What follows belongs to an exercise in optimizing a design on an open flow for small area, a short achievable clock period and few clock cycles per item; a production flow would make more cautious choices. At most, simulation tests tie the RTL to the original design; equivalence was not proved.

Design pattern_encoder, start of the top module:
module pattern_encoder #(
    parameter int INDEX_WIDTH = 32,
    parameter int ADDR_WIDTH  = 48,
    parameter int DATA_WIDTH  = 64
) (
    input  logic                   clk,
    input  logic                   rst,
    input  logic                   start,
    input  logic [ADDR_WIDTH-1:0]  start_addr,
    input  logic                   index_push,
    input  logic [INDEX_WIDTH-1:0] row,
    input  logic [INDEX_WIDTH-1:0] col,
    output logic                   index_stall,
    input  logic                   finish,
    output logic                   wr_req,
    input  logic                   wr_stall,
    output logic [ADDR_WIDTH-1:0]  wr_addr,
    output logic [DATA_WIDTH-1:0]  wr_data,
    output logic                   done,
    output logic [ADDR_WIDTH-1:0]  word_count
);
For scale: roughly 3,600 cells after synthesis, about 470 flip-flops, ~280 I/O pins.
clock: 7.0 ns
lec_check: 0
cap_margin: 20
core_margin: 2
core_utilization: 60
place_density: 0.7
setup_slack_margin: 3.5
slew_margin: 20
standard.sh (not shown) runs the stock make flow with config.mk's settings and CLKGATE_MAP_FILE= SYNTH_SCRIPT=/design/flow/synth_recipe.tcl, a recipe that flattens the netlist after the stock synthesis.
==> flow/flow/run.sh <==
#!/bin/bash
export BUFFER_PORTS_ARGS="-buffer_cell sky130_fd_sc_hd__buf_2"
export SKIP_CTS_REPAIR_TIMING=1
bash standard.sh > standard.log 2>&1
Testbench counts at the start, summed over its fixed seeds: cycles 16,003, items 14,352.
Change:
--- a/flow/flow/run.sh
+++ b/flow/flow/run.sh
@@ -3 +2,0 @@
-export SKIP_CTS_REPAIR_TIMING=1
- CORE_UTILIZATION: 60 -> 55
- PLACE_DENSITY: 0.7 -> 0.65
- SETUP_SLACK_MARGIN: 3.5 -> 3.65
What happened: Cell area came out higher by 3.3%; routed wire length came out higher by 1.4%; via count came out lower by 0.86%; area after synthesis stays the same; worst setup slack gains 0.12 ns; flip-flop and latch count stays the same; utilization came out lower by 3.3 points; critical path depth came out lower by 3; register-to-register slack gains 0.12 ns.
Change:
- CORE_UTILIZATION: 55 -> 60
- CTS_CLUSTER_DIAMETER: unset -> 100
- CTS_CLUSTER_SIZE: unset -> 20
- PLACE_DENSITY: 0.65 -> 0.7
- SETUP_SLACK_MARGIN: 3.65 -> 3.5
What happened: The changed run finished with timing, DRC and antenna clean; count of clock-buffer cells in the layout fell by 25; design area fell by 5.9%; critical path depth is unchanged; synthesized area is unchanged.
Change:
- CTS_CLUSTER_DIAMETER: 100 -> unset
- CTS_CLUSTER_SIZE: 20 -> unset
After rerunning: Clock-buffer cell count rose by 25; cell area climbs by 2.3%; sequential cell count is unchanged; clock skew hardly moves.

pattern_encoder, a different RTL version from the one above (not shown whole).
Size in the first run: ~3400 cells after synthesis, ~470 flip-flops, about 32000 sq um of cells after synthesis.
Settings: LEC_CHECK=0, CAP_MARGIN=20, CORE_MARGIN=2, CORE_UTILIZATION=40, SETUP_SLACK_MARGIN=4.0, SLEW_MARGIN=20; clock period 7.0 ns.
run.sh (not shown) runs the stock make flow with config.mk's settings and CLKGATE_MAP_FILE= SYNTH_SCRIPT=/design/flow/synth_recipe.tcl, a recipe that flattens the netlist after the stock synthesis.
Stock flow here: none of the scripts above is used.
The starting point ran to the end with no violations.
Rerun with:
--- a/flow/config.mk
+++ b/flow/config.mk
@@ -10,3 +10,4 @@
 export CORE_UTILIZATION = 40
-export SETUP_SLACK_MARGIN = 4.0
+export CTS_BUF_LIST = sky130_fd_sc_hd__clkbuf_4 sky130_fd_sc_hd__clkbuf_8
+export SETUP_SLACK_MARGIN = 2.5
 export SLEW_MARGIN = 20
Final cell count came out lower by a few percent; register-to-register slack gets worse by 0.49 ns; cell area came out lower by about a fifth; core utilization came out lower by 8.4 points; worst hold slack stays flat; setup slack gets worse by 0.49 ns; via count came out lower by a few percent; non-clock buffer count came out lower by 308; synthesized cell count does not change.
Rerun with:
--- a/flow/config.mk
+++ b/flow/config.mk
@@ -10,4 +10,2 @@
 export CORE_UTILIZATION = 40
-export CTS_BUF_LIST = sky130_fd_sc_hd__clkbuf_4 sky130_fd_sc_hd__clkbuf_8
-export SETUP_SLACK_MARGIN = 2.5
 export SLEW_MARGIN = 20
Effect:
- worst hold slack hardly moves
- sequential share of layout area went up by 0.47 points
- cell area went down by about 1.4%
- utilization went down by 0.65 points
- global-route usage went down by 0.35 points
- die area stays the same
- routed wire length went down by 1.5%
- cell count went down by about 1.3%
- clock skew hardly moves
Rerun with:
--- a/flow/config.mk
+++ b/flow/config.mk
@@ -10,2 +10,3 @@
 export CORE_UTILIZATION = 40
+export SETUP_SLACK_MARGIN = 3.3
 export SLEW_MARGIN = 20
The changed run finished clean.
Routed wire length climbs by 5.4%.
Flip-flop and latch count is unchanged.
Count of clock-buffer cells in the layout climbs by 11.
Hold slack hardly moves.
Worst setup slack improves by 0.94 ns.
Global-route usage came out higher by 1.1 points.
Cell area is higher by 7.0%.
Synthesized area is unchanged.
No run of this note included a check of the RTL's function; only the layout flow was run.

pattern_encoder, a different RTL version from the one above (not shown whole).
Size in the first run: roughly 2,900 cells after synthesis, about 280 I/O pins, roughly 25,000 µm² of cells after synthesis.
==> flow/config.mk <==
export PLATFORM = sky130hd
export DESIGN_NAME = pattern_encoder
export DESIGN_NICKNAME = pattern_encoder
export VERILOG_FILES = /design/flow/design.v
export SDC_FILE = /design/flow/constraint.sdc
export NUM_CORES = 4
export LEC_CHECK = 0
export CAP_MARGIN = 20
export CORE_MARGIN = 2
export CORE_UTILIZATION = 60
export PLACE_DENSITY = 0.7
export SETUP_SLACK_MARGIN = 3.7
export SLEW_MARGIN = 20
==> flow/constraint.sdc <==
create_clock -name core_clock -period 7.0 [get_ports {clk}]
set_input_delay 1.4000 -clock core_clock [delete_from_list [all_inputs] [get_ports {clk}]]
set_output_delay 1.4000 -clock core_clock [all_outputs]
set_load 0.01 [all_outputs]
standard.sh (not shown) runs the stock make flow with config.mk's settings and CLKGATE_MAP_FILE= SYNTH_SCRIPT=/design/flow/synth_recipe.tcl, a recipe that flattens the netlist after the stock synthesis.
==> flow/flow/run.sh <==
#!/bin/bash
export BUFFER_PORTS_ARGS="-buffer_cell sky130_fd_sc_hd__buf_2"
bash standard.sh > standard.log 2>&1
The baseline completed with no timing, DRC or antenna violations.
Testbench counts at the start, summed over its fixed seeds: cycles 17,280, items 14,352.
Then changed:
Settings changed: CTS_CLUSTER_DIAMETER set to 100, CTS_CLUSTER_SIZE set to 20, SETUP_SLACK_MARGIN 3.7 to 3.5.
Final area falls by 4.6%.
Global-route usage falls by 0.71 points.
Flip-flop and latch count is unchanged.
Critical path depth stays the same.
Final cell count falls by 1.9%.

## violet
The RTL this note starts from:
==> flow/design.v <==
module pattern_encoder #(
    parameter int INDEX_WIDTH = 32,
    parameter int ADDR_WIDTH  = 48,
    parameter int DATA_WIDTH  = 64
) (
    input  logic                   clk,
    input  logic                   rst,
    input  logic                   start,
    input  logic [ADDR_WIDTH-1:0]  start_addr,
    input  logic                   index_push,
    input  logic [INDEX_WIDTH-1:0] row,
    input  logic [INDEX_WIDTH-1:0] col,
    output logic                   index_stall,
    input  logic                   finish,
    output logic                   wr_req,
    input  logic                   wr_stall,
    output logic [ADDR_WIDTH-1:0]  wr_addr,
    output logic [DATA_WIDTH-1:0]  wr_data,
    output logic                   done,
    output logic [ADDR_WIDTH-1:0]  word_count
);
    localparam int IW = INDEX_WIDTH;
    localparam int VW = IW + 1;              
    localparam int LW = 6;                   
    localparam int CW = 1 + LW + VW;         
    localparam int BW = DATA_WIDTH - 1 + CW;       
    localparam int FW = 7;                   
    localparam int KR = 10;                  
    localparam int KC = CW - 2 * (1 + LW) - KR;    
    function automatic logic [LW-1:0] bitlen(input logic [VW-1:0] v);
        logic [LW-1:0] n;
        n = '0;
        for (int i = 0; i < VW; i++)
            if (v[i]) n = LW'(i + 1);
        bitlen = n;
    endfunction
    function automatic logic [3:0] msb(input logic [KR-1:0] v);
        logic [3:0] n;
        n = '0;
        for (int i = 0; i < KR; i++)
            if (v[i]) n = 4'(i);
        msb = n;
    endfunction
    function automatic logic [LW-1:0] codelen(input logic [VW-1:0] v);
        logic [LW-1:0] n;
        n = LW'(7);
        for (int i = 0; i < VW; i++)
            if (v[i]) n = LW'(i + 8);
        codelen = n;
    endfunction
    logic          active_q;      
    logic          first_q;       
    logic [IW-1:0] lrow_q, lcol_q;    
    logic          s0_v_q, s0_f_q;    
    logic          s0_hr_q;           
    logic          s0_rd_q;           
    logic          s0_sh_q;           
    logic [IW-1:0] s0_vr_q;
    logic [VW-1:0] s0_vc_q;
    logic          s1_v_q, s1_end_q;
    logic [CW-1:0] s1_code_q;
    logic [LW-1:0] s1_len_q;
    logic [BW-1:0]         buf_q;
    logic [FW-1:0]         fill_q;       
    logic                  fl_q;         
    logic                  wr_req_q, done_q;
    logic [ADDR_WIDTH-1:0] addr_q, cnt_q;
    logic room, pack, adv1, rowc, s0_last, adv0, take_pair;
    assign room    = !fill_q[6];
    assign pack    = s1_v_q && room;
    assign adv1    = !s1_v_q || room;
    assign rowc    = s0_v_q && s0_hr_q && !s0_rd_q && !s0_sh_q;  
    assign s0_last = adv1 && !rowc;
    assign adv0    = !(s0_v_q || s0_f_q) || s0_last;
    assign index_stall = s0_v_q && !s0_last;
    assign take_pair   = index_push && !index_stall;
    logic          ru, sh;
    logic [IW-1:0] vr;
    logic [VW-1:0] vc;
    assign ru = row != lrow_q;
    assign sh = (row[IW-1:KR] == lrow_q[IW-1:KR]) && (col[IW-1:KC-1] == '0);
    assign vr = row - lrow_q;
    assign vc = (ru || first_q) ? {1'b0, col} + VW'(1)
                                : {1'b0, col - lcol_q};
    logic [LW-1:0] wr, wc;
    logic [CW-1:0] code, both;
    logic [LW-1:0] wrs, wcs;
    logic [LW-1:0] len;
    assign wr   = bitlen({1'b0, s0_vr_q});
    assign wc   = bitlen(s0_vc_q);
    assign wrs  = bitlen(VW'(s0_vr_q[KR-1:0]));
    assign wcs  = bitlen(VW'(s0_vc_q[KC-1:0]));
    assign both = CW'({s0_vr_q[KR-1:0], wrs, 1'b1})
                | (CW'({s0_vc_q[KC-1:0], wcs, 1'b0, 8'b0})
                   << msb(s0_vr_q[KR-1:0]));
    assign code = !s0_v_q              ? CW'(1)
                : rowc                 ? CW'({s0_vr_q, wr, 1'b1})
                : s0_hr_q && !s0_rd_q  ? both
                :                        {s0_vc_q, wc, 1'b0};
    assign len  = !s0_v_q              ? LW'(7)
                : rowc                 ? codelen({1'b0, s0_vr_q})
                : s0_hr_q && !s0_rd_q  ? codelen(VW'(s0_vr_q[KR-1:0]))
                                         + codelen(VW'(s0_vc_q[KC-1:0]))
                :                        codelen(s0_vc_q);
    logic [FW-1:0] hp, h;
    logic          full, fl, wr_next, done_next;
    logic [FW-1:0] fill_next;
    logic [BW-1:0] base, app;
    assign hp        = FW'(fill_q[5:0]) + FW'(s1_len_q);
    assign h         = pack ? hp : fill_q;
    assign full      = h[6];
    assign fl        = fl_q || (pack && s1_end_q);
    assign wr_next   = !wr_stall && (full || fl);
    assign done_next = wr_next && fl && (h <= FW'(DATA_WIDTH));
    assign fill_next = !wr_next ? h : full ? {1'b0, h[5:0]} : '0;
    assign base      = wr_req_q ? (buf_q >> DATA_WIDTH)
                     : (fill_q != '0) ? buf_q : '0;
    assign app       = pack ? (BW'(s1_code_q) << fill_q[5:0]) : '0;
    always_ff @(posedge clk or posedge rst) begin
        if (rst) begin
            active_q <= 1'b0;
            first_q  <= 1'b0;
            s0_v_q   <= 1'b0;
            s0_f_q   <= 1'b0;
            s0_rd_q  <= 1'b0;
            s1_v_q   <= 1'b0;
            s1_end_q <= 1'b0;
            fill_q   <= '0;
            fl_q     <= 1'b0;
            wr_req_q <= 1'b0;
            done_q   <= 1'b0;
            cnt_q    <= '0;
        end else begin
            if (start) begin
                active_q <= 1'b1;
                first_q  <= 1'b1;
                cnt_q    <= '0;
            end else begin
                if (done_next) active_q <= 1'b0;
                if (take_pair) first_q <= 1'b0;
                if (wr_next)   cnt_q    <= cnt_q + ADDR_WIDTH'(1);
            end
            if (adv0) begin
                s0_v_q  <= index_push;
                s0_f_q  <= finish || (s0_v_q && s0_f_q);
                s0_rd_q <= 1'b0;
            end else if (adv1 && rowc) begin
                s0_rd_q <= 1'b1;
            end
            if (adv1) begin
                s1_v_q   <= s0_v_q || s0_f_q;
                s1_end_q <= !s0_v_q && s0_f_q;
            end
            fill_q   <= fill_next;
            fl_q     <= fl && !done_next;
            wr_req_q <= wr_next;
            done_q   <= done_next;
        end
    end
    always_ff @(posedge clk) begin
        if (take_pair) begin
            s0_vr_q <= vr;
            s0_vc_q <= vc;
            s0_hr_q <= ru;
            s0_sh_q <= sh;
        end
        if (start) begin
            lrow_q <= '0;
        end else if (take_pair) begin
            lrow_q <= row;
        end
        if (take_pair) lcol_q <= col;
        if (adv1) begin
            s1_code_q <= code;
            s1_len_q  <= len;
        end
        buf_q <= base | app;
        if (start)         addr_q <= start_addr;
        else if (wr_req_q) addr_q <= addr_q + ADDR_WIDTH'(DATA_WIDTH / 8);
    end
    assign wr_req     = wr_req_q;
    assign wr_addr    = addr_q;
    assign wr_data    = buf_q[DATA_WIDTH-1:0];
    assign done       = done_q;
    assign word_count = cnt_q;
endmodule
Settings: LEC_CHECK=0, CAP_MARGIN=20, CORE_MARGIN=2, CORE_UTILIZATION=60, CTS_CLUSTER_DIAMETER=100, CTS_CLUSTER_SIZE=20, PLACE_DENSITY=0.7, SETUP_SLACK_MARGIN=3.35, SLEW_MARGIN=20; clock period 7.0 ns.
Scripts as last shown in full above: flow/flow/run.sh
violet completed end to end with timing, DRC and antenna clean.
Testbench counts of violet, summed over its fixed seeds: cycles 17,280, items 14,352.
The inputs of zinc differ from those of violet as listed below.
Settings: SETUP_SLACK_MARGIN: 3.35 -> 3.5; CTS_CLUSTER_DIAMETER: 100 -> unset; CTS_CLUSTER_SIZE: 20 -> unset.
## What came out
- Looking at first-iteration DRC count, zinc sits 67 lower than violet does.
- Fraction of met2 tracks used by global routing up 1.9 points in zinc wrt violet
- Status: register cell area after layout parity (zinc, violet)
- Wire length of the first global-routing pass (zinc vs. violet) increases by a few percent
- The core of zinc is more densely filled than that of violet.
- zinc: met3 capacity usage during global routing higher than violet
- As far as maximum number of buffers from clock root to sink goes, zinc and violet are indistinguishable; the numbers are identical.
- zinc reports its first element of the critical path as s0_hr_q while violet reports col[0].
- Compared to violet, zinc has length in cells of the worst reg-to-reg path 3 higher.

exp/fjord:
pattern_encoder, a different RTL version from the one above (not shown whole).
Size: roughly 3,400 cells after synthesis, ~280 I/O pins.
make LEC_CHECK=0 CAP_MARGIN=20 CORE_MARGIN=2 CORE_UTILIZATION=40 SLEW_MARGIN=20 finish   # period 7.0 ns
run.sh (not shown) runs the stock make flow with config.mk's settings and CLKGATE_MAP_FILE= SYNTH_SCRIPT=/design/flow/synth_recipe.tcl, a recipe that flattens the netlist after the stock synthesis.
Stock flow here: none of the scripts above is used.
exp/fjord: all stages complete, timing, DRC and antenna checks passed
Testbench counts of exp/fjord, summed over its fixed seeds: cycles 16,003, items 14,352.
--- input diff exp/fjord..exp/nickel ---
Settings: putting SETUP_SLACK_MARGIN at 3.5 where nothing was set.
### Flow results
exp/fjord ended up with s1_wc_q[0] as its worst setup path startpoint; exp/nickel ended up with s1_wc_q[1].
Cell area after layout, exp/nickel and exp/fjord: higher on exp/nickel
exp/nickel — worst slew slack as a fraction of its limit 7.1 points higher, exp/fjord as reference
On final cell count, the lower figure sits with exp/fjord, not exp/nickel.
Setup slack: exp/nickel more than exp/fjord
Share of synthesized cell area in full adder, half adder and majority cells came out exactly the same in exp/nickel and exp/fjord.
Non-clock buffer count in exp/nickel is about 70% higher than in exp/fjord
diff inputs: exp/nickel => exp/willow
Settings: CTS_BUF_LIST now sky130_fd_sc_hd__clkbuf_4 sky130_fd_sc_hd__clkbuf_8, previously not set; SETUP_SLACK_MARGIN now 2.5, was 3.5.
Results
- NOTE: TritonCTS buffer count in exp/willow exceeds that of exp/nickel
- From exp/nickel to exp/willow the numbers moved as follows: post-route standard cell area excluding fillers fell 5000 sq um; number of nets in the layout fell 190.

[afterwards: timing with drivers on the ports]
How much do the figures lean on ideal ports? The routed layouts below were timed once more, with nothing changed but the port constraints. Step 1: set_driving_cell puts a clkbuf_16 on clk and a buf_2 on each other input, an assumption about the parent block. Step 2 times the ports against the registers' clock, not the clock port: input delays grow and output delays shrink by t, the midpoint of the rising clock arrivals with the driver on. a / b / c = ideal / step 1 / step 2; a / b = the first two.
run	t, ns	setup WS [ns]	worst setup path after step 2	slew at the worst register clock pin (ns)	cell pins on the clock port's net
the first run of note 1	0.664	3.234 / 3.234 / 2.750	input to register	0.07 / 0.07	1
the second run of note 1	0.681	3.352 / 3.352 / 2.818	input to register	0.07 / 0.07	1
the third run of note 1	0.667	3.321 / 3.321 / 2.700	input to register	0.10 / 0.10	1
the fourth run of note 1	0.668	3.407 / 3.407 / 2.767	input to register	0.07 / 0.07	1
the first run of note 2	0.700	3.117 / 3.117 / 2.878	input to register	0.07 / 0.07	1
the second run of note 2	0.754	2.626 / 2.626 / 2.057	input to register	0.07 / 0.07	1
the third run of note 2	0.688	2.033 / 2.033 / 1.798	input to register	0.08 / 0.08	1
the fourth run of note 2	0.697	2.969 / 2.969 / 2.731	input to register	0.07 / 0.07	1
the first run of note 3	0.645	3.590 / 3.572 / 2.927	input to register	0.07 / 0.07	1
the second run of note 3	0.631	3.546 / 3.513 / 2.943	input to register	0.09 / 0.09	1
violet	0.616	3.419 / 3.415 / 2.825	input to register	0.09 / 0.09	1
zinc	0.641	3.565 / 3.506 / 2.981	input to register	0.07 / 0.07	1
exp/fjord	0.661	2.392 / 2.392 / 2.392	register to register	0.07 / 0.07	1
exp/nickel	0.676	2.758 / 2.758 / 2.758	register to register	0.07 / 0.07	1
exp/willow	0.740	2.715 / 2.708 / 2.715	register to register	0.07 / 0.07	1
After both steps every run listed still meets setup and hold. The setup slack of the first run of note 3, which loses most, moves by -0.018 ns with the drivers and by -0.663 ns with both steps.
